Source: an optimization exercise on an open RTL-to-GDS flow (aim: small area and a short achievable clock period). Production flows keep margins and buffers that such runs may drop.
Where RTL was checked, it was by simulation tests only, not by an equivalence proof against the original.
Function not checked in run 2: the RTL went through the layout flow alone.
Power is estimated from default activity; no workload was simulated.

### flow/design.v
module gpac_dac_tx_core #(
  parameter int unsigned ABUSWIDTH = 16,
  parameter logic [1:0]  DAC_ID    = 2'd0
) (
  input  logic                 BUS_CLK,
  input  logic                 BUS_RST_N,
  input  logic [ABUSWIDTH-1:0] BUS_ADD,
  input  logic [7:0]           BUS_DATA_IN,
  output logic [7:0]           BUS_DATA_OUT,
  input  logic                 BUS_WR,
  input  logic                 BUS_RD,
  input  logic                 DAC_TRIGGER,
  output logic [13:0]          DAC_DATA,
  output logic                 DAC_STB,
  output logic                 DAC_SYNC,
  output logic                 BUSY
);
  localparam logic [5:0]           VERSION   = 6'd1;
  localparam logic [ABUSWIDTH-1:0] REG_COUNT = ABUSWIDTH'(12);
  localparam logic [3:0] A_ID      = 4'd0;
  localparam logic [3:0] A_CMD     = 4'd1;
  localparam logic [3:0] A_CONF    = 4'd2;
  localparam logic [3:0] A_LEN     = 4'd3;
  localparam logic [3:0] A_REPEAT  = 4'd4;
  localparam logic [3:0] A_DIV     = 4'd5;
  localparam logic [3:0] A_IDLE_LO = 4'd6;
  localparam logic [3:0] A_IDLE_HI = 4'd7;
  localparam logic [3:0] A_PTR     = 4'd8;
  localparam logic [3:0] A_STAGE   = 4'd9;
  localparam logic [3:0] A_COMMIT  = 4'd10;
  localparam logic [3:0] A_LOOPS   = 4'd11;
  typedef enum logic [1:0] {S_IDLE, S_ARMED, S_PLAY} state_e;
  logic [1:0] rst_sync;
  logic       rst_n;
  always_ff @(posedge BUS_CLK or negedge BUS_RST_N) begin
    if (!BUS_RST_N) rst_sync <= '0;
    else            rst_sync <= {rst_sync[0], 1'b1};
  end
  assign rst_n = rst_sync[1];
  logic [3:0] reg_sel;
  logic       reg_hit, wr_hit, soft_rst, start_wr, commit;
  assign reg_sel  = BUS_ADD[3:0];
  assign reg_hit  = (BUS_ADD < REG_COUNT);
  assign wr_hit   = BUS_WR && reg_hit;
  assign soft_rst = wr_hit && (reg_sel == A_ID);
  assign start_wr = wr_hit && (reg_sel == A_CMD);
  assign commit   = wr_hit && (reg_sel == A_COMMIT);
  logic [1:0]  conf_q;
  logic [7:0]  len_q, rpt_q, div_q, ptr_q, staging_q;
  logic [13:0] idle_q;
  always_ff @(posedge BUS_CLK or negedge rst_n) begin
    if (!rst_n) begin
      conf_q    <= '0;
      len_q     <= '0;
      rpt_q     <= '0;
      div_q     <= '0;
      idle_q    <= '0;
      ptr_q     <= '0;
      staging_q <= '0;
    end else if (soft_rst) begin
      conf_q    <= '0;
      len_q     <= '0;
      rpt_q     <= '0;
      div_q     <= '0;
      idle_q    <= '0;
      ptr_q     <= '0;
      staging_q <= '0;
    end else if (wr_hit) begin
      case (reg_sel)
        A_CONF:    conf_q         <= BUS_DATA_IN[1:0];
        A_LEN:     len_q          <= BUS_DATA_IN;
        A_REPEAT:  rpt_q          <= BUS_DATA_IN;
        A_DIV:     div_q          <= BUS_DATA_IN;
        A_IDLE_LO: idle_q[7:0]    <= BUS_DATA_IN;
        A_IDLE_HI: idle_q[13:8]   <= BUS_DATA_IN[5:0];
        A_PTR:     ptr_q          <= BUS_DATA_IN;
        A_STAGE:   staging_q      <= BUS_DATA_IN;
        A_COMMIT:  ptr_q          <= ptr_q + 8'd1;
        default: ;
      endcase
    end
  end
  state_e      state_q, state_d;
  logic [7:0]  idx_q, idx_d, tick_q, tick_d, loop_q, loop_d, len_m1;
  logic        done_q, done_d, start_q, trig_q, trig_prev, end_q;
  logic        sample_tick, end_tick;
  logic [13:0] mem_q;
  assign len_m1 = len_q - 8'd1;
  always_comb begin
    state_d     = state_q;
    idx_d       = idx_q;
    tick_d      = tick_q;
    loop_d      = loop_q;
    done_d      = done_q;
    sample_tick = 1'b0;
    end_tick    = 1'b0;
    if (soft_rst) begin
      state_d = S_IDLE;
      idx_d   = '0;
      tick_d  = '0;
      loop_d  = '0;
      done_d  = 1'b0;
    end else begin
      case (state_q)
        S_IDLE: begin
          if (start_q) begin
            state_d = conf_q[0] ? S_ARMED : S_PLAY;
            idx_d   = '0;
            tick_d  = '0;
            loop_d  = '0;
            done_d  = 1'b0;
          end
        end
        S_ARMED: begin
          if (trig_q && !trig_prev) state_d = S_PLAY;
        end
        S_PLAY: begin
          tick_d = (tick_q == div_q) ? 8'd0 : tick_q + 8'd1;
          if (tick_q == 8'd0) begin
            if ((rpt_q != 8'd0) && (loop_q == rpt_q)) begin
              end_tick = 1'b1;
              done_d   = 1'b1;
              state_d  = S_IDLE;
              idx_d    = '0;
              tick_d   = '0;
            end else begin
              sample_tick = 1'b1;
              if (idx_q == len_m1) begin
                idx_d = '0;
                if (loop_q != 8'hFF) loop_d = loop_q + 8'd1;
              end else begin
                idx_d = idx_q + 8'd1;
              end
            end
          end
        end
        default: state_d = S_IDLE;
      endcase
    end
  end
  logic [13:0] mem [256];
  always_ff @(posedge BUS_CLK) begin
    if (commit) mem[ptr_q] <= {BUS_DATA_IN[5:0], staging_q};
    mem_q <= mem[idx_d];
  end
  logic [7:0] rd_data;
  always_comb begin
    rd_data = '0;
    if (reg_hit) begin
      case (reg_sel)
        A_ID:      rd_data = {DAC_ID, VERSION};
        A_CMD:     rd_data = {6'b0, BUSY, done_q};
        A_CONF:    rd_data = {6'b0, conf_q};
        A_LEN:     rd_data = len_q;
        A_REPEAT:  rd_data = rpt_q;
        A_DIV:     rd_data = div_q;
        A_IDLE_LO: rd_data = idle_q[7:0];
        A_IDLE_HI: rd_data = {2'b0, idle_q[13:8]};
        A_PTR:     rd_data = ptr_q;
        A_STAGE:   rd_data = staging_q;
        A_COMMIT:  rd_data = ptr_q;
        A_LOOPS:   rd_data = loop_q;
        default:   rd_data = '0;
      endcase
    end
  end
  always_ff @(posedge BUS_CLK or negedge rst_n) begin
    if (!rst_n) begin
      state_q      <= S_IDLE;
      idx_q        <= '0;
      tick_q       <= '0;
      loop_q       <= '0;
      done_q       <= 1'b0;
      start_q      <= 1'b0;
      trig_q       <= 1'b0;
      trig_prev    <= 1'b0;
      end_q        <= 1'b0;
      DAC_DATA     <= '0;
      DAC_STB      <= 1'b0;
      DAC_SYNC     <= 1'b0;
      BUS_DATA_OUT <= '0;
    end else begin
      state_q   <= state_d;
      idx_q     <= idx_d;
      tick_q    <= tick_d;
      loop_q    <= loop_d;
      done_q    <= done_d;
      start_q   <= start_wr;
      trig_q    <= DAC_TRIGGER;
      trig_prev <= trig_q;
      end_q     <= end_tick;
      DAC_STB   <= sample_tick || end_tick;
      DAC_SYNC  <= sample_tick && (idx_q == 8'd0);
      if (soft_rst)                     DAC_DATA <= '0;
      else if (sample_tick)             DAC_DATA <= mem_q;
      else if (end_tick && !conf_q[1])  DAC_DATA <= idle_q;
      if (BUS_RD) BUS_DATA_OUT <= rd_data;
    end
  end
  assign BUSY = (state_q != S_IDLE) || end_q;
endmodule
### flow/constraint.sdc
create_clock -name core_clock -period 6.5 [get_ports {BUS_CLK}]
set_input_delay 1.3000 -clock core_clock [delete_from_list [all_inputs] [get_ports {BUS_CLK}]]
set_output_delay 1.3000 -clock core_clock [all_outputs]
set_load 0.01 [all_outputs]
### flow/run.sh
#!/bin/bash
# synth_recipe.tcl (not shown) runs the flow's synth.tcl, then flattens the netlist and writes it again
# the make line also repeats each setting of config.mk as NAME=value (left out here)
make -C /OpenROAD-flow-scripts/flow DESIGN_CONFIG=/design/flow/config.mk WORK_HOME=/design/flow/orfs CLKGATE_MAP_FILE= SYNTH_SCRIPT=/design/flow/synth_recipe.tcl finish
### flow/config.mk
export PLATFORM = sky130hd
export DESIGN_NAME = gpac_dac_tx_core
export DESIGN_NICKNAME = gpac_dac_tx_core
export VERILOG_FILES = /design/flow/design.v
export SDC_FILE = /design/flow/constraint.sdc
export NUM_CORES = 4
export LEC_CHECK = 0
export CAP_MARGIN = 20
export CORE_MARGIN = 2
export CORE_UTILIZATION = 45
export SLEW_MARGIN = 20
==> run_summary.xml, run 1 <==
<?xml version="1.0" encoding="UTF-8"?>
<metrics>
  <group name="cells_and_area">
    <metric name="design.final.nets" unit="">11700</metric>
    <metric name="area_growth" unit="%">15.3</metric>
    <metric name="postLayoutCellArea" unit="sq um">170000</metric>
    <metric name="post_route_cells_drive_above_1_share" unit="">0.120</metric>
  </group>
  <group name="critical_path">
    <metric name="timing.critical_path.buf_inv" unit="">4</metric>
    <metric name="worst-endpoint-required" unit="ps">7310</metric>
    <metric name="critical_path_peak_fanout" unit="">20</metric>
    <metric name="crit_path_cell_trace" unit="">nor4_1 &gt; and3_1 &gt; and2_0 &gt; a31oi_4 &gt; inv_2 &gt; buf_4 &gt; buf_4 &gt; nor2_1 &gt; o21ai_0 &gt; a21oi_1 &gt; a221o_1 &gt; nor4_1 &gt; o21ai_1 &gt; buf_4 &gt; a2111oi_2</metric>
    <metric name="critical_path.most_common_cell" unit="">buf_4</metric>
    <metric name="worst_path_largest_cell_delay" unit="ps">1030</metric>
    <metric name="crit_path_top_delay_cell" unit="">nor4_1</metric>
    <metric name="r2r_cells" unit="">15</metric>
    <metric name="cpLargestDelayFamily" unit="">simple AND/OR/NAND/NOR gates</metric>
    <metric name="crit_type" unit="">reg -&gt; reg</metric>
    <metric name="worst-r2r-setup-slack" unit="ps">190</metric>
    <metric name="endpoint_of_the_worst_register_to_register_path" unit="">mem_q[10]</metric>
    <metric name="timing.critical_path.arrival" unit="ps">7120</metric>
    <metric name="crit_path_end_kind" unit="">flip-flop</metric>
    <metric name="timing.critical_path.from_type" unit="">flip-flop</metric>
    <metric name="regToRegStartpoint" unit="">tick_q[4]</metric>
  </group>
  <group name="drt">
    <metric name="detail_route.wl_per_cell" unit="um">29.4</metric>
    <metric name="number_of_nets_with_antenna_violations_after_routing" unit="">0</metric>
    <metric name="routed-via-count" unit="">99000</metric>
    <metric name="drc_marker_count_from_the_first_detailed_route_iteration" unit="">14300</metric>
    <metric name="route.detailed.drc" unit="">0</metric>
    <metric name="firstDrtPassIters" unit="">6</metric>
    <metric name="vias_per_cell" unit="">6.05</metric>
    <metric name="postRouteWirelength" unit="mm">480</metric>
  </group>
  <group name="grt">
    <metric name="grt_pass1_vias" unit="">92900</metric>
    <metric name="largest_net_degree_at_the_start_of_global_routing" unit="">160</metric>
    <metric name="met1_usage_grt" unit="">0.389</metric>
    <metric name="top_usage_layer" unit="">met2</metric>
    <metric name="grt_util_all_layers" unit="">0.283</metric>
    <metric name="global_route.usage.met2" unit="">0.438</metric>
    <metric name="number_of_antenna_violations_at_the_first_check_in_global_routing" unit="">21</metric>
    <metric name="grt-ovfl-total" unit="">0</metric>
    <metric name="use_met3" unit="">0.0541</metric>
    <metric name="grt_first_pass_wirelength" unit="mm">681</metric>
  </group>
  <group name="placed_design">
    <metric name="dp_hpwl" unit="mm">299</metric>
    <metric name="port-buffer-count" unit="">53</metric>
    <metric name="placedInstanceArea" unit="sq um">158000</metric>
    <metric name="pre_cts_ws" unit="ps">-626</metric>
    <metric name="gp_routability_congestion" unit="">0.921</metric>
  </group>
  <group name="sta">
    <metric name="worst-slew-pin-transition" unit="ps">1210</metric>
    <metric name="rsz_0062_raised_after_global_routing" unit="">false</metric>
    <metric name="final_critical_path_setup_slack" unit="ps">193</metric>
    <metric name="max-slew-margin-rel" unit="">0.186</metric>
    <metric name="achievable-frequency" unit="GHz">0.159</metric>
    <metric name="final_number_of_max_transition_violations" unit="">0</metric>
    <metric name="skew" unit="ps">53.7</metric>
    <metric name="period_minus_slack" unit="ps">6310</metric>
    <metric name="finalCritPeriodShare" unit="">0.970</metric>
    <metric name="hold_violations" unit="">0</metric>
    <metric name="setup_violations" unit="">0</metric>
  </group>
  <group name="floorplanning">
    <metric name="core-area" unit="sq um">327000</metric>
    <metric name="i_o_pin_count" unit="">54</metric>
    <metric name="starting_density_of_the_core" unit="">0.451</metric>
    <metric name="die-height" unit="um">576</metric>
    <metric name="floorplan.die.width" unit="um">576</metric>
    <metric name="placement_rows" unit="">210</metric>
    <metric name="dieArea" unit="sq um">332000</metric>
  </group>
  <group name="yosys">
    <metric name="syn_inst" unit="">11100</metric>
    <metric name="synth_edf_count" unit="">3584</metric>
    <metric name="syn_avg_cell_area" unit="sq um">13.3</metric>
    <metric name="netlist-cell-type-count" unit="">89</metric>
    <metric name="top_cell_type_by_total_area_after_synthesis" unit="">edfxtp_1</metric>
    <metric name="synthArstFlopShare" unit="">0.0305</metric>
    <metric name="synthFlopType" unit="">edfxtp_1</metric>
    <metric name="most_common_cell_in_the_netlist" unit="">edfxtp_1</metric>
    <metric name="netlist_top_cells_area" unit="">edfxtp_1, nand2_1, nand3_1, dfrtp_1, mux2i_1</metric>
    <metric name="post-synth-top-area-fraction" unit="">0.730</metric>
    <metric name="synth_seq_area_share" unit="">0.752</metric>
    <metric name="synth-seq-cells" unit="">3711</metric>
    <metric name="synth.yosys.warnings" unit="">1</metric>
    <metric name="yosys-top-cells-count" unit="">edfxtp_1, nand2_1, nand3_1</metric>
    <metric name="synthesis.area" unit="sq um">147000</metric>
  </group>
  <group name="hold_path">
    <metric name="hold_path_end" unit="">rst_sync[1]</metric>
    <metric name="min_delay_path_depth" unit="">0</metric>
    <metric name="min_path_type" unit="">reg -&gt; reg</metric>
    <metric name="hold_start" unit="">rst_sync[0]</metric>
  </group>
  <group name="run">
    <metric name="timing.max_cap.violations" unit="">0</metric>
  </group>
  <group name="clocking">
    <metric name="cts-root-to-sink-buffers" unit="">4</metric>
    <metric name="worst_skew_pair.late_latency" unit="ps">910</metric>
    <metric name="tritoncts" unit="">done</metric>
    <metric name="tritoncts.num_buffers" unit="">377</metric>
    <metric name="clock-root-buffer" unit="">clkbuf_16</metric>
    <metric name="htreeDepth" unit="">5</metric>
    <metric name="hold_buffers" unit="">0</metric>
    <metric name="cts_num_sinks" unit="">3711</metric>
    <metric name="cts.clk_slew.worst_paths" unit="ps">60</metric>
  </group>
  <group name="outcome">
    <metric name="status" unit="">no timing/DRC/antenna violations</metric>
  </group>
  <group name="pwr">
    <metric name="static-leakage-power" unit="uW">0.0608</metric>
    <metric name="overall_power_after_layout" unit="uW">54900</metric>
    <metric name="cellPowerDensity" unit="nW/um^2">323</metric>
    <metric name="highest_ir_drop_seen_on_vdd" unit="mV">0.336</metric>
  </group>
</metrics>
[cell usage in the layout, fill, tap and decap left out, drive strengths merged, types with 143 or more instances in the layout]
cell type	Yosys	layout
a21oi	284	284
a31oi	258	258
and3	206	206
buf	497	839
clkbuf	190	483
clkinv	1	143
edfxtp	3584	3584
mux2i	248	248
nand2	3184	3184
nand3	1103	1103
nor2	361	361
o21ai	169	169
[repair_timing]
item,in CTS,in global routing
endpoints found under the hold margin,0,0
buffers inserted,0,5
gates resized for setup,0,1
setup endpoints to repair,0,2
[per-layer routing]
layer  wire length (um)  vias to the layer above
met2             218000                     5887
met5                149                        -
li1                   -                    42300
met4              25000                       10
met3              52000                     1038
met1             185000                    49800
[worst max-delay path by stage]
stage,from,depth (start not counted),slack [ps],to
2_1_floorplan,BUS_ADD[1],16,2030,mem_q[0]
4_1_cts,len_q[2],15,100,mem_q[4]
3_5_place_dp,BUS_ADD[7],16,-630,mem_q[4]
6_report,tick_q[4],15,190,mem_q[10]
3_3_place_gp,BUS_ADD[14],17,-660,mem_q[4]
5_1_grt,tick_q[5],15,220,mem_q[10]
[cells by family after synthesis]
| logic type | count (synthesis) | share of synthesized area |
|---|---|---|
| AOI/OAI and AO/OA | 1215 | 0.0549 |
| adders and majority gates | 10 | 0.000849 |
| xor gates and xnor gates | 34 | 0.00202 |
| buffers and inverters | 718 | 0.0231 |
| and+or+nand+nor | 5156 | 0.150 |
| muxes | 257 | 0.0180 |
| DFF | 3711 | 0.752 |
| other | 1 | 0.0000255 |
[layout make-up]
cell class	count	area (sq um)
repair buffers	886	7990
fillers	27200	157000
well taps	4346	5440
flip-flops and latches	3711	111000
clock buffers	483	10100
diodes	16	40.0
inverters	31	150
clock inverters	199	1890
multi-input cells	6673	33500
[sequential cells by signal (all words and copies together) (netlist names), 14 cells and up]
name,count
mem,3584
mem_q,14
idle_q,14
DAC_DATA,14
[where the power goes]
| part | total, uW | leakage, uW | internal (uW) | switching (uW) |
|---|---|---|---|---|
| Combinational | 7380 | 0.0157 | 2180 | 5200 |
| Sequential | 26200 | 0.0392 | 26000 | 125 |
| Clock | 21400 | 0.00582 | 12200 | 9120 |
[per-stage QoR]
stage / util / std cells / TNS (ps) / hold slack, ps
5_1_grt: 0.520 / 16300 / 0 / 356
2_1_floorplan: - / 11100 / 0 / 331
6_report: 0.520 / 16300 / 0 / 348
4_1_cts: 0.520 / 16300 / 0 / 350
3_3_place_gp: 0.483 / 15600 / -2040 / 337
3_5_place_dp: 0.483 / 15600 / -1580 / 336
==> run 2: changes to the inputs <==
--- a/flow/design.v
+++ b/flow/design.v
@@ -141,6 +141,12 @@
   logic [13:0] mem [256];
+  logic        pend_v;
+  logic [7:0]  pend_a;
+  logic [13:0] pend_d;
   always_ff @(posedge BUS_CLK) begin
-    if (commit) mem[ptr_q] <= {BUS_DATA_IN[5:0], staging_q};
-    mem_q <= mem[idx_d];
-  end
+    pend_v <= commit;
+    pend_a <= ptr_q;
+    pend_d <= {BUS_DATA_IN[5:0], staging_q};
+    if (pend_v) mem[pend_a] <= pend_d;
+  end
+  assign mem_q = mem[idx_q];
   logic [7:0] rd_data;
==> run 2 against run 1 <==
First-iteration DRC count is 24% lower. Routed wire length shrank 12%. Critical path depth shrank 5. Clock skew up 19 ps. Worst setup slack improved by 1400 ps. Maximum frequency rose by 29%. Core utilization is 0.58 points lower. Largest cell class unchanged. Area after synthesis fell by 1.4%.
==> run_summary.xml, run 2 <==
<?xml version="1.0" encoding="UTF-8"?>
<metrics>
  <group name="pwr">
    <metric name="total_switching_power" unit="uW">9550</metric>
    <metric name="highest_ir_drop_seen_on_vdd" unit="mV">0.208</metric>
    <metric name="power.clock.fraction" unit="">0.453</metric>
    <metric name="cellPowerDensity" unit="nW/um^2">291</metric>
    <metric name="static-leakage-power" unit="uW">0.0458</metric>
    <metric name="power.share.sequential" unit="">0.542</metric>
    <metric name="power_switching_share" unit="">0.199</metric>
    <metric name="power.combinational.fraction" unit="">0.005</metric>
    <metric name="p_int" unit="uW">38500</metric>
  </group>
  <group name="cells_and_area">
    <metric name="area_growth" unit="%">13.6</metric>
    <metric name="final_core_utilization" unit="">0.514</metric>
    <metric name="design.final.nets" unit="">7570</metric>
    <metric name="num-fill-cells" unit="">25200</metric>
    <metric name="post_layout_nonfiller_instances" unit="">12200</metric>
    <metric name="largest_register_ffs" unit="">3584</metric>
    <metric name="area_of_combinational_cells_with_multiple_inputs" unit="sq um">31800</metric>
    <metric name="ff_latch_area" unit="sq um">111000</metric>
    <metric name="post_route_cells_drive_above_1_share" unit="">0.244</metric>
    <metric name="postLayoutCellArea" unit="sq um">165000</metric>
    <metric name="regMostFlops" unit="">mem</metric>
    <metric name="layout.cells.most_common" unit="">edfxtp_1</metric>
    <metric name="layout.cells.most_common_list" unit="">edfxtp_1, mux4_2, buf_4</metric>
  </group>
  <group name="yosys">
    <metric name="synthArstFlopShare" unit="">0.0304</metric>
    <metric name="top_cell_type_by_total_area_after_synthesis" unit="">edfxtp_1</metric>
    <metric name="synth_seq_area_share" unit="">0.763</metric>
    <metric name="netlist-cell-type-count" unit="">83</metric>
    <metric name="post-synth-top-area-fraction" unit="">0.741</metric>
    <metric name="yosys-top-cells-count" unit="">edfxtp_1, mux4_2, mux2i_1</metric>
    <metric name="synthesis.area" unit="sq um">145000</metric>
    <metric name="syn_inst" unit="">7064</metric>
    <metric name="synthFlopType" unit="">edfxtp_1</metric>
    <metric name="synth_edf_count" unit="">3584</metric>
    <metric name="netlist_top_cells_area" unit="">edfxtp_1, mux4_2, mux2i_1, dfrtp_1, nor2_1</metric>
    <metric name="synth-seq-cells" unit="">3720</metric>
    <metric name="syn_avg_cell_area" unit="sq um">20.6</metric>
    <metric name="synth.yosys.warnings" unit="">1</metric>
    <metric name="most_common_cell_in_the_netlist" unit="">edfxtp_1</metric>
  </group>
  <group name="floorplanning">
    <metric name="die-height" unit="um">572</metric>
    <metric name="dieArea" unit="sq um">328000</metric>
    <metric name="starting_density_of_the_core" unit="">0.453</metric>
    <metric name="i_o_pin_count" unit="">54</metric>
    <metric name="floorplan.die.width" unit="um">572</metric>
    <metric name="placement_rows" unit="">208</metric>
    <metric name="core-area" unit="sq um">321000</metric>
  </group>
  <group name="sta">
    <metric name="tns" unit="ps">0</metric>
    <metric name="setup_violations" unit="">0</metric>
    <metric name="achievable-frequency" unit="GHz">0.204</metric>
    <metric name="hold_violations" unit="">0</metric>
    <metric name="rsz_0062_raised_after_global_routing" unit="">false</metric>
    <metric name="finalCritPeriodShare" unit="">0.752</metric>
    <metric name="max-slew-margin-rel" unit="">0.0997</metric>
    <metric name="final_number_of_max_transition_violations" unit="">0</metric>
    <metric name="fin_worst_hold_slack" unit="ps">354</metric>
    <metric name="worst-slew-pin-transition" unit="ps">1350</metric>
    <metric name="period_minus_slack" unit="ps">4890</metric>
    <metric name="skew" unit="ps">72.7</metric>
  </group>
  <group name="critical_path">
    <metric name="cpLargestDelayFamily" unit="">compound AO/OA/AOI/OAI gates</metric>
    <metric name="critical_path_depth" unit="">10</metric>
    <metric name="timing.critical_path.from_type" unit="">flip-flop</metric>
    <metric name="critical_path.most_common_cell" unit="">o21ai_1</metric>
    <metric name="crit_type" unit="">reg -&gt; reg</metric>
    <metric name="worst-r2r-setup-slack" unit="ps">1610</metric>
    <metric name="timing.critical_path.buf_inv" unit="">2</metric>
    <metric name="timing.critical_path.arrival" unit="ps">5770</metric>
    <metric name="regToRegStartpoint" unit="">idx_q[1]</metric>
    <metric name="crit_path_cell_trace" unit="">buf_4 &gt; nor2b_4 &gt; buf_4 &gt; a221oi_2 &gt; o21ai_1 &gt; a311oi_1 &gt; nand2_1 &gt; o31ai_1 &gt; o21ai_1 &gt; o21ai_1</metric>
    <metric name="critical_path_peak_fanout" unit="">37</metric>
    <metric name="setup.worst_path.start" unit="">idx_q[1]</metric>
    <metric name="crit_path_top_delay_cell" unit="">dfrtp_4</metric>
    <metric name="worst_path_largest_cell_delay" unit="ps">930</metric>
    <metric name="r2r_cells" unit="">10</metric>
    <metric name="endpoint_of_the_worst_register_to_register_path" unit="">DAC_DATA[1]</metric>
    <metric name="crit_path_end_kind" unit="">flip-flop</metric>
    <metric name="worst-endpoint-required" unit="ps">7380</metric>
    <metric name="critical_path.endpoint" unit="">DAC_DATA[1]</metric>
  </group>
  <group name="grt">
    <metric name="top_usage_layer" unit="">met2</metric>
    <metric name="largest_net_degree_at_the_start_of_global_routing" unit="">202</metric>
    <metric name="grt_pass1_vias" unit="">74700</metric>
    <metric name="grt_util_all_layers" unit="">0.257</metric>
    <metric name="use_met3" unit="">0.0592</metric>
    <metric name="number_of_antenna_violations_at_the_first_check_in_global_routing" unit="">23</metric>
    <metric name="grt_first_pass_wirelength" unit="mm">590</metric>
    <metric name="global_route.usage.met2" unit="">0.391</metric>
    <metric name="met1_usage_grt" unit="">0.359</metric>
    <metric name="grt-ovfl-total" unit="">0</metric>
  </group>
  <group name="clocking">
    <metric name="worst_skew_pair.late_latency" unit="ps">960</metric>
    <metric name="tritoncts" unit="">done</metric>
    <metric name="cts.clk_slew.worst_paths" unit="ps">60</metric>
    <metric name="post_cts_resized" unit="">0</metric>
    <metric name="postCtsSetupRepairBufs" unit="">0</metric>
    <metric name="cts_num_sinks" unit="">3720</metric>
    <metric name="hold_buffers" unit="">0</metric>
    <metric name="cts-root-to-sink-buffers" unit="">4</metric>
    <metric name="tritoncts.num_buffers" unit="">382</metric>
    <metric name="clock-root-buffer" unit="">clkbuf_16</metric>
    <metric name="htreeDepth" unit="">5</metric>
  </group>
  <group name="hold_path">
    <metric name="min_delay_path_depth" unit="">0</metric>
    <metric name="min_path_type" unit="">reg -&gt; reg</metric>
  </group>
  <group name="placed_design">
    <metric name="port-buffer-count" unit="">53</metric>
    <metric name="dp_hpwl" unit="mm">255</metric>
    <metric name="placedCellCount" unit="">11400</metric>
    <metric name="gp_routability_congestion" unit="">0.944</metric>
    <metric name="placedInstanceArea" unit="sq um">153000</metric>
  </group>
  <group name="drt">
    <metric name="route.detailed.drc" unit="">0</metric>
    <metric name="number_of_nets_with_antenna_violations_after_routing" unit="">0</metric>
    <metric name="postRouteWirelength" unit="mm">422</metric>
    <metric name="firstDrtPassIters" unit="">8</metric>
    <metric name="drc_marker_count_from_the_first_detailed_route_iteration" unit="">11000</metric>
    <metric name="detail_route.wl_per_cell" unit="um">34.7</metric>
    <metric name="vias_per_cell" unit="">6.25</metric>
    <metric name="routed-via-count" unit="">76100</metric>
  </group>
  <group name="outcome">
    <metric name="status" unit="">no timing/DRC/antenna violations</metric>
  </group>
  <group name="run">
    <metric name="timing.max_cap.violations" unit="">0</metric>
  </group>
</metrics>
-- run 2: cell count changes after synthesis, sizes merged, moves of 184 or more --
cell and change:
nand2 -2883, nand3 -992, mux4 +800, buf -254
a31oi -223, a21oi -199, and3 -184
-- run 2: cell families (layout without fill, tap and decap cells) --
| logic type | count (synthesis) | count (layout) | synth area share |
|---|---|---|---|
| compound gates | 705 | 705 | 0.0337 |
| xor+xnor | 26 | 26 | 0.00157 |
| fa+ha+maj | 7 | 7 | 0.000603 |
| buf+inv | 444 | 1230 | 0.0198 |
| flops | 3720 | 3720 | 0.763 |
| mux | 1193 | 1193 | 0.152 |
| other cells | 1 | 14 | 0.0000258 |
| simple gates | 968 | 968 | 0.0294 |
-- run 2: layout make-up --
type,instances,area share
clock inverter,228,0.0144
inverter,35,0.000856
timing repair buffer,495,0.0266
multi-input combinational,2900,0.192
clock buffer,472,0.0606
sequential,3720,0.672
tap,4305,0.0326
antenna,13,0.000197
-- run 2: routing by layer --
metal | vias to the layer above | routed length [um]
met2 | 4175 | 193000
met4 | 16 | 19400
li1 | 30300 | -
met5 | - | 107
met3 | 824 | 43700
met1 | 40700 | 166000
-- run 2: stage by stage --
stage | setup WS, ps | total power, uW
2_1_floorplan | 2270 | 26700
3_3_place_gp | 1440 | 26800
3_5_place_dp | 1520 | 26800
4_1_cts | 1920 | 48300
5_1_grt | 1630 | 49300
6_report | 1610 | 48100
-- run 2: power groups by stage --
| stage | clock, uW | sequential, uW | combinational [uW] |
|---|---|---|---|
| 2_1_floorplan | 0 | 26700 | 22.6 |
| 3_3_place_gp | 0 | 26600 | 182 |
| 3_5_place_dp | 0 | 26600 | 193 |
| 4_1_cts | 22000 | 26100 | 193 |
| 5_1_grt | 23000 | 26100 | 235 |
| 6_report | 21800 | 26100 | 223 |
-- run 2: worst min-delay path by stage --
stage | slack (ps) | endpoint | startpoint
4_1_cts | 360 | rst_sync[1] | rst_sync[0]
3_3_place_gp | 340 | rst_sync[1] | rst_sync[0]
5_1_grt | 360 | rst_sync[1] | rst_sync[0]
6_report | 350 | rst_sync[1] | rst_sync[0]
3_5_place_dp | 340 | rst_sync[1] | rst_sync[0]
2_1_floorplan | 330 | rst_sync[1] | rst_sync[0]
==> run 3: changes to the inputs <==
--- a/flow/design.v
+++ b/flow/design.v
@@ -84,3 +84,3 @@
   logic [7:0]  idx_q, idx_d, tick_q, tick_d, loop_q, loop_d, len_m1;
-  logic        done_q, done_d, start_q, trig_q, trig_prev, end_q;
+  logic        done_q, done_d, start_q, trig_q, trig_prev, end_q, busy_q;
   logic        sample_tick, end_tick;
@@ -140,4 +140,3 @@
   end
-  logic [13:0] mem [256];
-  logic        pend_v;
+  logic        pend_v, pend_vn;
   logic [7:0]  pend_a;
@@ -145,8 +144,25 @@
   always_ff @(posedge BUS_CLK) begin
-    pend_v <= commit;
-    pend_a <= ptr_q;
-    pend_d <= {BUS_DATA_IN[5:0], staging_q};
-    if (pend_v) mem[pend_a] <= pend_d;
-  end
-  assign mem_q = mem[idx_q];
+    pend_v  <= commit;
+    pend_vn <= !commit;
+    pend_a  <= ptr_q;
+    pend_d  <= {BUS_DATA_IN[5:0], staging_q};
+  end
+  logic [13:0] mem [256];
+  for (genvar i = 0; i < 256; i++) begin : g_word
+    logic hit, we, hold;
+    assign hit  = (pend_a == 8'(i));
+    assign we   = pend_v && hit;
+    assign hold = pend_vn || !hit;
+    always_ff @(posedge BUS_CLK) begin
+      mem[i] <= ({14{we}} & pend_d) | ({14{hold}} & mem[i]);
+    end
+  end
+  logic [255:0] wsel;
+  always_ff @(posedge BUS_CLK) begin
+    wsel <= 256'd1 << idx_d;
+  end
+  always_comb begin
+    mem_q = '0;
+    for (int i = 0; i < 256; i++) mem_q = mem_q | ({14{wsel[i]}} & mem[i]);
+  end
   logic [7:0] rd_data;
@@ -183,2 +199,3 @@
       end_q        <= 1'b0;
+      busy_q       <= 1'b0;
       DAC_DATA     <= '0;
@@ -197,2 +214,3 @@
       end_q     <= end_tick;
+      busy_q    <= (state_d != S_IDLE) || end_tick;
       DAC_STB   <= sample_tick || end_tick;
@@ -205,3 +223,3 @@
   end
-  assign BUSY = (state_q != S_IDLE) || end_q;
+  assign BUSY = busy_q;
 endmodule
--- a/flow/config.mk
+++ b/flow/config.mk
@@ -9,3 +9,6 @@
 export CORE_MARGIN = 2
-export CORE_UTILIZATION = 45
+export CORE_UTILIZATION = 55
+export CTS_CLUSTER_DIAMETER = 100
+export CTS_CLUSTER_SIZE = 30
+export SETUP_SLACK_MARGIN = 3.6
 export SLEW_MARGIN = 20
==> run 3 against run 2 <==
The run now fails in global routing. Area after synthesis down 2.6%. Synthesized cell count rose by 76%.
==> run_summary.xml, run 3 <==
<?xml version="1.0" encoding="UTF-8"?>
<metrics>
  <group name="yosys">
    <metric name="most_common_cell_in_the_netlist" unit="">a22o_1</metric>
    <metric name="top_cell_type_by_total_area_after_synthesis" unit="">dfxtp_1</metric>
    <metric name="synth.yosys.warnings" unit="">2</metric>
    <metric name="post-synth-top-area-fraction" unit="">0.546</metric>
    <metric name="synthesis.area" unit="sq um">142000</metric>
    <metric name="netlist_top_cells_area" unit="">dfxtp_1, a22o_1, a221oi_1, clkbuf_1, a22oi_1</metric>
    <metric name="netlist-cell-type-count" unit="">73</metric>
    <metric name="syn_inst" unit="">12400</metric>
    <metric name="synth_seq_area_share" unit="">0.566</metric>
    <metric name="synthFlopType" unit="">dfxtp_1</metric>
    <metric name="synth-seq-cells" unit="">3977</metric>
    <metric name="syn_avg_cell_area" unit="sq um">11.4</metric>
    <metric name="yosys-top-cells-count" unit="">a22o_1, dfxtp_1, clkbuf_1</metric>
    <metric name="synth_edf_count" unit="">0</metric>
    <metric name="synthArstFlopShare" unit="">0.0284</metric>
  </group>
  <group name="floorplanning">
    <metric name="i_o_pin_count" unit="">54</metric>
    <metric name="die-height" unit="um">511</metric>
    <metric name="floorplan.die.width" unit="um">511</metric>
    <metric name="placement_rows" unit="">186</metric>
    <metric name="starting_density_of_the_core" unit="">0.552</metric>
  </group>
  <group name="grt">
    <metric name="grt_util_all_layers" unit="">1.06</metric>
    <metric name="largest_net_degree_at_the_start_of_global_routing" unit="">136</metric>
    <metric name="grt_first_pass_wirelength" unit="mm">1880</metric>
    <metric name="grt_pass1_vias" unit="">168000</metric>
    <metric name="grt-ovfl-total" unit="">22500</metric>
  </group>
  <group name="outcome">
    <metric name="stopped_at" unit="">global routing</metric>
    <metric name="error_line" unit="">[ERROR GRT-0116] Global routing finished with congestion. Check the congestion regions in the DRC Viewer.</metric>
    <metric name="status" unit="">aborted with a tool error</metric>
  </group>
  <group name="placed_design">
    <metric name="dp_hpwl" unit="mm">858</metric>
    <metric name="pre_cts_ws" unit="ps">1330</metric>
    <metric name="gp_routability_congestion" unit="">1.57</metric>
    <metric name="port-buffer-count" unit="">53</metric>
  </group>
  <group name="clocking">
    <metric name="clock-root-buffer" unit="">clkbuf_16</metric>
    <metric name="hold_buffers" unit="">0</metric>
    <metric name="tritoncts.num_buffers" unit="">154</metric>
    <metric name="cts-root-to-sink-buffers" unit="">3</metric>
    <metric name="htreeDepth" unit="">4</metric>
    <metric name="cts_num_sinks" unit="">3977</metric>
  </group>
</metrics>
==> run 3: changes by cell type after synthesis, moves of 222 or more <==
cell      previous run  this run
mux4_2             806         3
nor2_1             360       582
mux2i_1            362        11
a22o_1              11      4250
a22oi_1             60       464
nand4_1             26       297
a221oi_1            76       668
edfxtp_1          3584         0
clkbuf_1           166      1263
dfxtp_1             23      3864
==> run 3: logic make-up after synthesis <==
| family | Yosys count | share of synthesized area |
|---|---|---|
| multiplexers | 66 | 0.00539 |
| flip-flops | 3977 | 0.566 |
| XOR/XNOR | 30 | 0.00186 |
| AO/OA/AOI/OAI | 5549 | 0.338 |
| buffers and inverters | 1343 | 0.0367 |
| other | 1 | 0.0000265 |
| adder cells (fa/ha/maj) | 7 | 0.000619 |
| AND/OR/NAND/NOR | 1470 | 0.0513 |
==> run 3: how the worst max path moves through the flow <==
stage	slack (ps)	to	cells past startpoint
2_1_floorplan	3120	wsel[57]	10
3_3_place_gp	1060	wsel[222]	7
3_5_place_dp	1330	wsel[172]	9
4_1_cts	2410	DAC_DATA[12]	9
==> run 3: power by group through the flow <==
| stage | registers (uW) | clock network [uW] | logic [uW] |
|---|---|---|---|
| 3_3_place_gp | 25000 | 0 | 350 |
| 4_1_cts | 24400 | 12500 | 385 |
| 3_5_place_dp | 25000 | 0 | 354 |
| 2_1_floorplan | 24900 | 0 | 178 |
==> run 3: through the flow <==
step	hold WS, ps	area (sq um)	instances	total power [uW]
3_5_place_dp	328	152000	15500	25300
2_1_floorplan	331	142000	12400	25100
4_1_cts	306	165000	16000	37300
3_3_place_gp	317	150000	15400	25300
==> run 3: what timing repair did <==
item                        CTS
gates resized for setup    1047
pin swaps                   451
buffers inserted            342
cloned                       19
setup endpoints to repair  3623
==> run 3: routing by layer <==
layer  GRT usage  overflow
met5       0.919       396
met4        1.04      3479
met3       0.998      3161
met2        1.17     11000
met1        1.02      4468
==> run 4: changes to the inputs <==
--- a/flow/design.v
+++ b/flow/design.v
@@ -44,3 +44,3 @@
   assign wr_hit   = BUS_WR && reg_hit;
-  assign soft_rst = wr_hit && (reg_sel == A_ID);
+  assign soft_rst = BUS_WR && (BUS_ADD == '0);   
   assign start_wr = wr_hit && (reg_sel == A_CMD);
@@ -85,5 +85,33 @@
   logic        done_q, done_d, start_q, trig_q, trig_prev, end_q, busy_q;
-  logic        sample_tick, end_tick;
+  logic        sample_tick, end_tick, sample_ns, end_ns;
   logic [13:0] mem_q;
   assign len_m1 = len_q - 8'd1;
+  logic       tick0_q, endc_q, last_q, tick0_d, endc_d, last_d;
+  logic [7:0] len_d, rpt_d;
+  always_comb begin
+    len_d = len_q;
+    rpt_d = rpt_q;
+    if (soft_rst) begin
+      len_d = '0;
+      rpt_d = '0;
+    end else if (wr_hit && reg_sel == A_LEN) begin
+      len_d = BUS_DATA_IN;
+    end else if (wr_hit && reg_sel == A_REPEAT) begin
+      rpt_d = BUS_DATA_IN;
+    end
+  end
+  assign tick0_d = (tick_d == 8'd0);
+  assign endc_d  = (rpt_d != 8'd0) && (loop_d == rpt_d);
+  assign last_d  = (idx_d == len_d - 8'd1);
+  always_ff @(posedge BUS_CLK or negedge rst_n) begin
+    if (!rst_n) begin
+      tick0_q <= 1'b1;
+      endc_q  <= 1'b0;
+      last_q  <= 1'b0;
+    end else begin
+      tick0_q <= tick0_d;
+      endc_q  <= endc_d;
+      last_q  <= last_d;
+    end
+  end
   always_comb begin
@@ -94,11 +122,5 @@
     done_d      = done_q;
-    sample_tick = 1'b0;
-    end_tick    = 1'b0;
-    if (soft_rst) begin
-      state_d = S_IDLE;
-      idx_d   = '0;
-      tick_d  = '0;
-      loop_d  = '0;
-      done_d  = 1'b0;
-    end else begin
+    sample_ns   = 1'b0;
+    end_ns      = 1'b0;
+    begin
       case (state_q)
@@ -118,5 +140,5 @@
           tick_d = (tick_q == div_q) ? 8'd0 : tick_q + 8'd1;
-          if (tick_q == 8'd0) begin
-            if ((rpt_q != 8'd0) && (loop_q == rpt_q)) begin
-              end_tick = 1'b1;
+          if (tick0_q) begin
+            if (endc_q) begin
+              end_ns   = 1'b1;
               done_d   = 1'b1;
@@ -126,4 +148,4 @@
             end else begin
-              sample_tick = 1'b1;
-              if (idx_q == len_m1) begin
+              sample_ns = 1'b1;
+              if (last_q) begin
                 idx_d = '0;
@@ -139,2 +161,11 @@
     end
+    sample_tick = sample_ns && !soft_rst;
+    end_tick    = end_ns && !soft_rst;
+    if (soft_rst) begin
+      state_d = S_IDLE;
+      idx_d   = '0;
+      tick_d  = '0;
+      loop_d  = '0;
+      done_d  = 1'b0;
+    end
   end
@@ -150,7 +181,12 @@
   logic [13:0] mem [256];
+  logic [15:0] pw_lo, pw_hi, pw_hiv;
+  always_ff @(posedge BUS_CLK) begin
+    pw_lo  <= 16'd1 << ptr_q[3:0];
+    pw_hi  <= 16'd1 << ptr_q[7:4];
+    pw_hiv <= commit ? (16'd1 << ptr_q[7:4]) : 16'd0;
+  end
   for (genvar i = 0; i < 256; i++) begin : g_word
-    logic hit, we, hold;
-    assign hit  = (pend_a == 8'(i));
-    assign we   = pend_v && hit;
-    assign hold = pend_vn || !hit;
+    logic we, hold;
+    assign we   = pw_lo[i % 16] && pw_hiv[i / 16];              
+    assign hold = pend_vn || !(pw_lo[i % 16] && pw_hi[i / 16]);  
     always_ff @(posedge BUS_CLK) begin
@@ -159,10 +195,38 @@
   end
-  logic [255:0] wsel;
+  logic         go_zero, go_next;
+  logic [255:0] sel_q, sel_d;
+  logic [13:0]  grp_d [16];
+  logic [13:0]  grp_q [16];
+  logic [13:0]  byp_d, grp_or;
+  logic [7:0]   idx_rd;
+  logic         byp_hit;
+  always_ff @(posedge BUS_CLK or negedge rst_n) begin
+    if (!rst_n) begin
+      go_zero <= 1'b0;
+      go_next <= 1'b0;
+    end else begin
+      go_zero <= ((state_d == S_IDLE) && start_wr) ||
+                 ((state_d == S_PLAY) && tick0_d && (endc_d || last_d));
+      go_next <= (state_d == S_PLAY) && tick0_d && !endc_d && !last_d;
+    end
+  end
+  assign idx_rd = go_zero ? 8'd0 : go_next ? idx_q + 8'd1 : idx_q;
+  assign sel_q  = 256'd1 << idx_q;
+  assign sel_d = go_zero ? 256'd1 : go_next ? {sel_q[254:0], sel_q[255]} : sel_q;
+  always_comb begin
+    for (int j = 0; j < 16; j++) begin
+      grp_d[j] = '0;
+      for (int i = 0; i < 16; i++) grp_d[j] = grp_d[j] | ({14{sel_d[16*j+i]}} & mem[16*j+i]);
+    end
+  end
   always_ff @(posedge BUS_CLK) begin
-    wsel <= 256'd1 << idx_d;
-  end
-  always_comb begin
-    mem_q = '0;
-    for (int i = 0; i < 256; i++) mem_q = mem_q | ({14{wsel[i]}} & mem[i]);
-  end
+    for (int j = 0; j < 16; j++) grp_q[j] <= grp_d[j];
+    byp_hit <= pend_v && (pend_a == idx_rd);
+    byp_d   <= pend_d;
+  end
+  always_comb begin
+    grp_or = '0;
+    for (int j = 0; j < 16; j++) grp_or = grp_or | grp_q[j];
+  end
+  assign mem_q = byp_hit ? byp_d : grp_or;
   logic [7:0] rd_data;
@@ -218,4 +282,4 @@
       if (soft_rst)                     DAC_DATA <= '0;
-      else if (sample_tick)             DAC_DATA <= mem_q;
-      else if (end_tick && !conf_q[1])  DAC_DATA <= idle_q;
+      else if (sample_ns)               DAC_DATA <= mem_q;
+      else if (end_ns && !conf_q[1])    DAC_DATA <= idle_q;
       if (BUS_RD) BUS_DATA_OUT <= rd_data;
==> flow/flow/run.sh (new file) <==
#!/bin/bash
# The standard layout (the standard.sh, standard synthesis unchanged), with two
# changes: the port buffers are buf_4 instead of the default pick (a delay cell), and
# the buffers ABC inserts during synthesis are removed at floorplan so that placement
# buffers the nets with its own sizing.
# Full make output goes to flow_make.log here; ORFS's per-step logs stay under orfs/logs/.
set -uo pipefail
bash standard.sh \
  "BUFFER_PORTS_ARGS=-buffer_cell sky130_fd_sc_hd__buf_4" \
  REMOVE_ABC_BUFFERS=1 \
  finish > flow_make.log 2>&1
status=$?
tail -40 flow_make.log
exit $status
==> flow/standard.sh (new file) <==
#!/bin/bash
# synth_recipe.tcl (not shown) runs the flow's synth.tcl, then flattens the netlist and writes it again
# the make line also repeats each setting of config.mk as NAME=value (left out here)
make -C /OpenROAD-flow-scripts/flow DESIGN_CONFIG=/design/flow/config.mk WORK_HOME=/design/flow/orfs CLKGATE_MAP_FILE= SYNTH_SCRIPT=/design/flow/synth_recipe.tcl "${@:-finish}"
--- a/flow/config.mk
+++ b/flow/config.mk
@@ -9,5 +9,6 @@
 export CORE_MARGIN = 2
-export CORE_UTILIZATION = 55
+export CORE_UTILIZATION = 45
 export CTS_CLUSTER_DIAMETER = 100
 export CTS_CLUSTER_SIZE = 30
+export GPL_TIMING_DRIVEN = 0
 export SETUP_SLACK_MARGIN = 3.6
removed: flow/run.sh
==> run 4 against run 3 <==
The run now finishes clean. Area after synthesis grew 1.7%. Synthesized cell count is 5.2% higher.
==> run_summary.xml, run 4 <==
<?xml version="1.0" encoding="UTF-8"?>
<metrics>
  <group name="sta">
    <metric name="rsz_0062_raised_after_global_routing" unit="">true</metric>
    <metric name="setup_violations" unit="">0</metric>
    <metric name="final_number_of_max_transition_violations" unit="">0</metric>
    <metric name="achievable-frequency" unit="GHz">0.303</metric>
    <metric name="final_critical_path_setup_slack" unit="ps">3200</metric>
    <metric name="skew" unit="ps">54.0</metric>
    <metric name="max-slew-margin-rel" unit="">0.154</metric>
    <metric name="finalCritPeriodShare" unit="">0.507</metric>
    <metric name="hold_violations" unit="">0</metric>
    <metric name="worst-slew-pin-transition" unit="ps">1260</metric>
    <metric name="tns" unit="ps">0</metric>
    <metric name="period_minus_slack" unit="ps">3300</metric>
  </group>
  <group name="critical_path">
    <metric name="crit_type" unit="">reg -&gt; reg</metric>
    <metric name="critical_path_peak_fanout" unit="">6</metric>
    <metric name="timing.critical_path.from_type" unit="">flip-flop</metric>
    <metric name="endpoint_of_the_worst_register_to_register_path" unit="">grp_q[11][9]</metric>
    <metric name="critical_path.most_common_cell" unit="">buf_6</metric>
    <metric name="worst-r2r-setup-slack" unit="ps">3200</metric>
    <metric name="crit_path_top_delay_cell" unit="">dfrtp_2</metric>
    <metric name="worst_path_largest_cell_delay" unit="ps">470</metric>
    <metric name="r2r_cells" unit="">13</metric>
    <metric name="crit_path_cell_trace" unit="">inv_4 &gt; ha_4 &gt; mux2_4 &gt; nand3_4 &gt; buf_6 &gt; buf_12 &gt; nor2_4 &gt; buf_6 &gt; buf_6 &gt; a221oi_4 &gt; nand3_2 &gt; a21oi_4 &gt; nand4_1</metric>
    <metric name="cpLargestDelayFamily" unit="">simple AND/OR/NAND/NOR gates</metric>
    <metric name="crit_path_end_kind" unit="">flip-flop</metric>
    <metric name="setup.worst_path.start" unit="">idx_q[0]</metric>
    <metric name="worst-endpoint-required" unit="ps">7160</metric>
    <metric name="timing.critical_path.buf_inv" unit="">5</metric>
    <metric name="timing.critical_path.arrival" unit="ps">3950</metric>
    <metric name="regToRegStartpoint" unit="">idx_q[0]</metric>
  </group>
  <group name="yosys">
    <metric name="syn_avg_cell_area" unit="sq um">11.0</metric>
    <metric name="netlist-cell-type-count" unit="">84</metric>
    <metric name="synth_seq_area_share" unit="">0.562</metric>
    <metric name="synth_edf_count" unit="">0</metric>
    <metric name="top_cell_type_by_total_area_after_synthesis" unit="">dfxtp_1</metric>
    <metric name="netlist_top_cells_area" unit="">dfxtp_1, a22o_1, a22oi_1, clkbuf_1, dfrtp_1</metric>
    <metric name="syn_inst" unit="">13100</metric>
    <metric name="synthesis.area" unit="sq um">144000</metric>
    <metric name="most_common_cell_in_the_netlist" unit="">dfxtp_1</metric>
    <metric name="yosys-top-cells-count" unit="">dfxtp_1, a22o_1, clkbuf_1</metric>
    <metric name="synth.yosys.warnings" unit="">4</metric>
    <metric name="post-synth-top-area-fraction" unit="">0.542</metric>
    <metric name="synth-seq-cells" unit="">4013</metric>
    <metric name="synthArstFlopShare" unit="">0.0294</metric>
    <metric name="synthFlopType" unit="">dfxtp_1</metric>
  </group>
  <group name="run">
    <metric name="timing.max_cap.violations" unit="">0</metric>
  </group>
  <group name="cells_and_area">
    <metric name="area_growth" unit="%">15.6</metric>
    <metric name="ff_latch_area" unit="sq um">81100</metric>
    <metric name="num-fill-cells" unit="">26900</metric>
    <metric name="largest_register_ffs" unit="">3584</metric>
    <metric name="area_of_combinational_cells_with_multiple_inputs" unit="sq um">64800</metric>
    <metric name="layout.cells.most_common_list" unit="">dfxtp_1, a22o_1, a22oi_1</metric>
    <metric name="design.final.nets" unit="">12500</metric>
    <metric name="largest_registers" unit="">mem: 3584 flops, grp_q: 224 flops</metric>
    <metric name="post_route_cells_drive_above_1_share" unit="">0.170</metric>
    <metric name="layout.cells.most_common" unit="">dfxtp_1</metric>
    <metric name="regMostFlops" unit="">mem</metric>
  </group>
  <group name="grt">
    <metric name="largest_net_degree_at_the_start_of_global_routing" unit="">55</metric>
    <metric name="grt_pass1_vias" unit="">111000</metric>
    <metric name="grt-ovfl-total" unit="">0</metric>
    <metric name="grt_first_pass_wirelength" unit="mm">813</metric>
    <metric name="grt_util_all_layers" unit="">0.335</metric>
    <metric name="number_of_antenna_violations_at_the_first_check_in_global_routing" unit="">59</metric>
  </group>
  <group name="floorplanning">
    <metric name="starting_density_of_the_core" unit="">0.453</metric>
    <metric name="i_o_pin_count" unit="">54</metric>
    <metric name="placement_rows" unit="">207</metric>
    <metric name="core-area" unit="sq um">318000</metric>
    <metric name="dieArea" unit="sq um">324000</metric>
    <metric name="floorplan.die.width" unit="um">570</metric>
    <metric name="die-height" unit="um">570</metric>
  </group>
  <group name="pwr">
    <metric name="highest_ir_drop_seen_on_vdd" unit="mV">0.223</metric>
    <metric name="total_switching_power" unit="uW">9670</metric>
    <metric name="power.combinational.fraction" unit="">0.062</metric>
    <metric name="static-leakage-power" unit="uW">0.0618</metric>
    <metric name="power.share.sequential" unit="">0.621</metric>
    <metric name="p_int" unit="uW">30300</metric>
    <metric name="power_switching_share" unit="">0.242</metric>
    <metric name="cellPowerDensity" unit="nW/um^2">240</metric>
    <metric name="power.clock.fraction" unit="">0.317</metric>
  </group>
  <group name="clocking">
    <metric name="htreeDepth" unit="">4</metric>
    <metric name="tritoncts.num_buffers" unit="">158</metric>
    <metric name="cts.clk_slew.worst_paths" unit="ps">110</metric>
    <metric name="clock-root-buffer" unit="">clkbuf_16</metric>
    <metric name="tritoncts" unit="">done</metric>
    <metric name="worst_skew_pair.late_latency" unit="ps">940</metric>
    <metric name="cts_num_sinks" unit="">4013</metric>
    <metric name="cts-root-to-sink-buffers" unit="">4</metric>
  </group>
  <group name="drt">
    <metric name="firstDrtPassIters" unit="">10</metric>
    <metric name="route.detailed.drc" unit="">0</metric>
    <metric name="detail_route.wl_per_cell" unit="um">34.3</metric>
    <metric name="vias_per_cell" unit="">7.13</metric>
    <metric name="postRouteWirelength" unit="mm">574</metric>
    <metric name="drc_marker_count_from_the_first_detailed_route_iteration" unit="">17700</metric>
    <metric name="number_of_nets_with_antenna_violations_after_routing" unit="">0</metric>
    <metric name="routed-via-count" unit="">119000</metric>
  </group>
  <group name="placed_design">
    <metric name="dp_hpwl" unit="mm">360</metric>
    <metric name="pre_cts_ws" unit="ps">1700</metric>
    <metric name="port-buffer-count" unit="">53</metric>
    <metric name="gp_routability_congestion" unit="">0.926</metric>
  </group>
  <group name="hold_path">
    <metric name="min_path_type" unit="">in -&gt; async</metric>
  </group>
  <group name="outcome">
    <metric name="status" unit="">no timing/DRC/antenna violations</metric>
  </group>
</metrics>
[run 4: cell types whose count changed after synthesis, moves of 84 or more]
| cell | change |
|---|---|
| buf_1 | +197 |
| a221oi_1 | -396 |
| a222oi_1 | +198 |
| nor2_1 | -182 |
| nand3_1 | +217 |
| nand4_1 | -84 |
| a22o_1 | -387 |
| and2_1 | +254 |
| a21oi_1 | +223 |
| clkbuf_1 | +138 |
| a22oi_1 | +399 |
[run 4: how the worst max path moves through the flow]
| stage | end | slack [ps] | cells past startpoint |
|---|---|---|---|
| final | grp_q[11][9] | 3200 | 13 |
| after global routing | grp_q[4][4] | 3240 | 15 |
| after CTS | grp_q[7][3] | 3330 | 10 |
| after detailed placement | go_zero | 1700 | 12 |
| after global placement | byp_d[5] | -4910 | 0 |
| after floorplan | byp_d[0] | 1530 | 0 |
[run 4: stage by stage]
step	cell area (sq um)	utilization	hold slack, ps	std cells	power [uW]
final	166000	0.523	129	16700	40000
after global routing	166000	0.523	94.8	16700	40800
after CTS	161000	0.508	78.9	16400	39600
after detailed placement	148000	0.465	200	15900	26800
after global placement	143000	0.451	340	15700	26500
after floorplan	138000	-	331	11500	25900
[run 4: layout make-up]
cell class,count,share of cell area
Multi-Input combinational cell,7466,0.390
Clock buffer,175,0.0249
Sequential cell,4013,0.487
Inverter,28,0.000662
Clock inverter,17,0.00144
Tap cell,4180,0.0314
Antenna cell,55,0.000827
Timing Repair Buffer,811,0.0636
[run 4: routing by layer]
layer  routed length (um)  GRT usage  vias to the layer above  share of wire
met3                67300     0.0945                     1455           0.12
li1                     -          -                    49700              -
met5                  553    0.00149                        -        0.00096
met1               227000      0.449                    60700           0.40
met4                36500      0.180                       42          0.064
met2               242000      0.486                     7473           0.42
[run 4: repair_timing]
action	4_1_cts	5_1_grt
hold buffers	0	0
setup endpoints to repair	249	333
buffers inserted	321	259
cloned	35	12
pin swaps	431	420
resized for setup	1132	407
[run 4: cells by family after synthesis]
kind of cell | share of synthesized area
AO/OA/AOI/OAI | 0.326
XOR/XNOR | 0.00219
adder cells (fa/ha/maj) | 0.00130
buffers and inverters | 0.0432
flip-flops | 0.562
multiplexers | 0.00461
other | 0.0000261
AND/OR/NAND/NOR | 0.0601
[run 4: power by group through the flow]
stage | logic (uW) | registers (uW) | clock network, uW
finish | 2490 | 24800 | 12700
global route | 2500 | 24900 | 13500
CTS | 2070 | 24800 | 12700
detailed placement | 1390 | 25400 | 0
global placement | 956 | 25600 | 0
floorplan | 415 | 25400 | 0
==> run 5: changes to the inputs <==
--- a/flow/design.v
+++ b/flow/design.v
@@ -213,4 +213,6 @@
   assign idx_rd = go_zero ? 8'd0 : go_next ? idx_q + 8'd1 : idx_q;
-  assign sel_q  = 256'd1 << idx_q;
-  assign sel_d = go_zero ? 256'd1 : go_next ? {sel_q[254:0], sel_q[255]} : sel_q;
+  assign sel_d  = go_zero ? 256'd1 : go_next ? {sel_q[254:0], sel_q[255]} : sel_q;
+  always_ff @(posedge BUS_CLK) begin
+    sel_q <= sel_d;
+  end
   always_comb begin
--- a/flow/config.mk
+++ b/flow/config.mk
@@ -10,4 +10,4 @@
 export CORE_UTILIZATION = 45
-export CTS_CLUSTER_DIAMETER = 100
-export CTS_CLUSTER_SIZE = 30
+export CTS_CLUSTER_DIAMETER = 80
+export CTS_CLUSTER_SIZE = 20
 export GPL_TIMING_DRIVEN = 0
==> run 5 against run 4 <==
Now fails the layout checks on antenna violations. Synthesized cell count is 1.6% higher. Maximum frequency rose by 6.9%. Largest cell class unchanged. Sequential share of layout area is 3.0 points higher. Largest power group unchanged. Critical endpoint is now grp_q[5][0].
==> run_summary.xml, run 5 <==
<?xml version="1.0" encoding="UTF-8"?>
<metrics>
  <group name="outcome">
    <metric name="status" unit="">failed layout checks</metric>
    <metric name="so_faults" unit="">antenna violations</metric>
  </group>
  <group name="pwr">
    <metric name="power_switching_share" unit="">0.218</metric>
    <metric name="power.combinational.fraction" unit="">0.008</metric>
    <metric name="overall_power_after_layout" unit="uW">42300</metric>
    <metric name="power.share.sequential" unit="">0.619</metric>
    <metric name="p_int" unit="uW">33100</metric>
    <metric name="power.clock.fraction" unit="">0.372</metric>
    <metric name="cellPowerDensity" unit="nW/um^2">254</metric>
    <metric name="static-leakage-power" unit="uW">0.0614</metric>
    <metric name="total_switching_power" unit="uW">9200</metric>
    <metric name="highest_ir_drop_seen_on_vdd" unit="mV">0.247</metric>
  </group>
  <group name="drt">
    <metric name="detail_route.wl_per_cell" unit="um">35.3</metric>
    <metric name="drc_marker_count_from_the_first_detailed_route_iteration" unit="">17000</metric>
    <metric name="vias_per_cell" unit="">7.19</metric>
    <metric name="route.detailed.drc" unit="">0</metric>
    <metric name="number_of_nets_with_antenna_violations_after_routing" unit="">1</metric>
    <metric name="postRouteWirelength" unit="mm">599</metric>
    <metric name="routed-via-count" unit="">122000</metric>
    <metric name="firstDrtPassIters" unit="">8</metric>
  </group>
  <group name="critical_path">
    <metric name="endpoint_of_the_worst_register_to_register_path" unit="">grp_q[5][0]</metric>
    <metric name="worst-r2r-setup-slack" unit="ps">3420</metric>
    <metric name="worst-endpoint-required" unit="ps">7160</metric>
    <metric name="crit_type" unit="">reg -&gt; reg</metric>
    <metric name="critical_path_peak_fanout" unit="">20</metric>
    <metric name="crit_path_end_kind" unit="">flip-flop</metric>
    <metric name="timing.critical_path.arrival" unit="ps">3740</metric>
    <metric name="r2r_cells" unit="">7</metric>
    <metric name="regToRegStartpoint" unit="">go_zero</metric>
    <metric name="timing.critical_path.from_type" unit="">flip-flop</metric>
  </group>
  <group name="sta">
    <metric name="finalCritPeriodShare" unit="">0.474</metric>
    <metric name="rsz_0062_raised_after_global_routing" unit="">true</metric>
    <metric name="fin_worst_hold_slack" unit="ps">110</metric>
    <metric name="hold_violations" unit="">0</metric>
    <metric name="worst-slew-pin-transition" unit="ps">1320</metric>
    <metric name="final_number_of_max_transition_violations" unit="">0</metric>
    <metric name="period_minus_slack" unit="ps">3080</metric>
    <metric name="achievable-frequency" unit="GHz">0.324</metric>
    <metric name="skew" unit="ps">65.5</metric>
    <metric name="setup_violations" unit="">0</metric>
    <metric name="max-slew-margin-rel" unit="">0.114</metric>
  </group>
  <group name="yosys">
    <metric name="synthArstFlopShare" unit="">0.0276</metric>
    <metric name="synth_edf_count" unit="">0</metric>
    <metric name="syn_avg_cell_area" unit="sq um">11.4</metric>
    <metric name="synth-seq-cells" unit="">4269</metric>
    <metric name="top_cell_type_by_total_area_after_synthesis" unit="">dfxtp_1</metric>
    <metric name="syn_inst" unit="">13300</metric>
    <metric name="netlist_top_cells_area" unit="">dfxtp_1, a22o_1, a221oi_1, clkbuf_1, mux2i_1</metric>
    <metric name="most_common_cell_in_the_netlist" unit="">a22o_1</metric>
    <metric name="synth.yosys.warnings" unit="">4</metric>
    <metric name="post-synth-top-area-fraction" unit="">0.548</metric>
    <metric name="yosys-top-cells-count" unit="">a22o_1, dfxtp_1, clkbuf_1</metric>
    <metric name="synthFlopType" unit="">dfxtp_1</metric>
    <metric name="netlist-cell-type-count" unit="">75</metric>
    <metric name="synth_seq_area_share" unit="">0.568</metric>
    <metric name="synthesis.area" unit="sq um">152000</metric>
  </group>
  <group name="hold_path">
    <metric name="min_path_type" unit="">in -&gt; async</metric>
  </group>
  <group name="clocking">
    <metric name="tritoncts.num_buffers" unit="">239</metric>
    <metric name="tritoncts" unit="">done</metric>
    <metric name="clock-root-buffer" unit="">clkbuf_16</metric>
    <metric name="worst_skew_pair.late_latency" unit="ps">1000</metric>
    <metric name="cts.clk_slew.worst_paths" unit="ps">90</metric>
    <metric name="cts-root-to-sink-buffers" unit="">4</metric>
    <metric name="hold_buffers" unit="">0</metric>
    <metric name="htreeDepth" unit="">4</metric>
    <metric name="cts_num_sinks" unit="">4269</metric>
  </group>
  <group name="cells_and_area">
    <metric name="area_of_combinational_cells_with_multiple_inputs" unit="sq um">61600</metric>
    <metric name="area_growth" unit="%">9.93</metric>
    <metric name="layout.cells.most_common" unit="">a22o_1</metric>
    <metric name="ff_latch_area" unit="sq um">86200</metric>
    <metric name="post_layout_nonfiller_instances" unit="">17000</metric>
    <metric name="design.final.nets" unit="">12400</metric>
    <metric name="post_route_cells_drive_above_1_share" unit="">0.0991</metric>
    <metric name="largest_register_ffs" unit="">3584</metric>
    <metric name="largest_registers" unit="">mem: 3584 flops, sel_q: 256 flops, grp_q: 224 flops</metric>
    <metric name="final_core_utilization" unit="">0.496</metric>
    <metric name="regMostFlops" unit="">mem</metric>
    <metric name="layout.cells.most_common_list" unit="">a22o_1, dfxtp_1, a221oi_1</metric>
    <metric name="num-fill-cells" unit="">29200</metric>
  </group>
  <group name="grt">
    <metric name="grt_pass1_vias" unit="">113000</metric>
    <metric name="largest_net_degree_at_the_start_of_global_routing" unit="">56</metric>
    <metric name="grt_first_pass_wirelength" unit="mm">845</metric>
    <metric name="grt-ovfl-total" unit="">0</metric>
    <metric name="number_of_antenna_violations_at_the_first_check_in_global_routing" unit="">55</metric>
    <metric name="grt_util_all_layers" unit="">0.334</metric>
  </group>
  <group name="placed_design">
    <metric name="dp_hpwl" unit="mm">385</metric>
    <metric name="port-buffer-count" unit="">53</metric>
    <metric name="placedCellCount" unit="">16500</metric>
    <metric name="gp_routability_congestion" unit="">0.916</metric>
  </group>
  <group name="run">
    <metric name="timing.max_cap.violations" unit="">0</metric>
  </group>
  <group name="floorplanning">
    <metric name="starting_density_of_the_core" unit="">0.451</metric>
    <metric name="floorplan.die.width" unit="um">584</metric>
    <metric name="dieArea" unit="sq um">342000</metric>
    <metric name="placement_rows" unit="">213</metric>
    <metric name="core-area" unit="sq um">336000</metric>
    <metric name="die-height" unit="um">584</metric>
    <metric name="i_o_pin_count" unit="">54</metric>
  </group>
</metrics>
run 5: timing repair:
item / CTS / global route
cloned: 11 / 5
resized for setup: 131 / 129
setup endpoints to repair: 364 / 127
buffers inserted: 37 / 32
pin swaps: 26 / 32
run 5: layout make-up:
class | count | area share
flip-flops and latches | 4269 | 0.517
multi-input cells | 7386 | 0.370
repair buffers | 397 | 0.0387
clock buffers | 262 | 0.0375
well taps | 4515 | 0.0339
diodes | 90 | 0.00135
clock inverters | 15 | 0.00117
inverters | 21 | 0.000473
run 5: per-layer routing:
| metal | vias up | routed length [um] | GRT usage |
|---|---|---|---|
| met5 | - | 424 | 0 |
| met4 | 36 | 33000 | 0.163 |
| met3 | 1490 | 69900 | 0.0779 |
| met2 | 8449 | 256000 | 0.495 |
| met1 | 61900 | 239000 | 0.455 |
| li1 | 50000 | - | - |
run 5: through the flow:
step	area (sq um)	TNS, ps	worst slack, ps
2_1_floorplan	145000	-1429360	-3230
5_1_grt	166000	0	3380
3_5_place_dp	158000	0	1970
3_3_place_gp	152000	-	-12570
6_report	167000	0	3420
4_1_cts	165000	0	3360
run 5: power by group through the flow:
stage	Sequential, uW	Clock (uW)	Combinational (uW)
floorplan	26900	0	24.6
global placement	27000	0	66.1
detailed placement	26800	0	336
CTS	26200	15800	344
global route	26200	16600	364
finish	26200	15700	357
run 5: worst max path at each step:
stage,to,cells after the start,start,slack [ps]
after floorplan,grp_q[7][9],5,go_next,-3230
after global placement,grp_q[0][11],5,go_next,-12570
after detailed placement,go_zero,10,BUS_ADD[9],1970
after CTS,grp_q[8][12],8,go_next,3360
after global routing,grp_q[8][12],8,go_next,3380
final,grp_q[5][0],7,go_zero,3420
run 5: kinds of logic (layout without fill, tap and decap cells):
| kind of cell | count (synthesis) | after routing | share of synthesized area |
|---|---|---|---|
| AND/OR/NAND/NOR | 1442 | 1443 | 0.0481 |
| XOR/XNOR | 38 | 38 | 0.00220 |
| multiplexers | 307 | 307 | 0.0205 |
| flip-flops | 4269 | 4269 | 0.568 |
| adder cells (fa/ha/maj) | 11 | 11 | 0.000908 |
| other | 1 | 91 | 0.0000247 |
| AO/OA/AOI/OAI | 5586 | 5586 | 0.320 |
| buffers and inverters | 1649 | 695 | 0.0410 |
run 5: critical path, stage by stage (launching register included):
cell and delay (ps):
dfrtp_4 540, buf_4 240, buf_8 270, bufbuf_16 420, nor2_2 180, a22o_1 230, a221oi_1 270, nand4_1 570

==> what the ideal ports hide <==
The results above use ideal ports. As a check the final layouts listed here were re-extracted and re-timed, cells and wires unchanged. Step 1 sets driving cells, clkbuf_16 on the clock port and buf_2 on the other inputs (assumed; they add their load-dependent delay and slew). Step 2 times the ports against the registers' clock, not the clock port: input delays grow and output delays shrink by t, the midpoint of the rising clock arrivals with the driver on. Slacks: ideal ports / drivers / drivers and shift; pairs: ideal ports / drivers.
run	shift t [ns]	setup slack, ns	hold WS [ns]	worst slew at a driven data input, ns	cell pins on the clock port's net
run 1	0.989	0.193 / 0.193 / -0.498	0.348 / 0.348 / 0.348	0.08	1
run 2	1.026	1.609 / 1.609 / 1.512	0.354 / 0.354 / 0.354	0.05	1
run 4	1.034	3.204 / 3.204 / 2.614	0.129 / 0.060 / 0.187	0.05	1
run 5	1.078	3.417 / 3.417 / 2.502	0.110 / 0.038 / 0.204	0.06	1
With both steps, setup timing fails in run 1, where it was met with ideal ports. For run 5, which loses most, drivers alone change the setup slack by 0.000 ns; drivers and shift together by -0.915 ns.
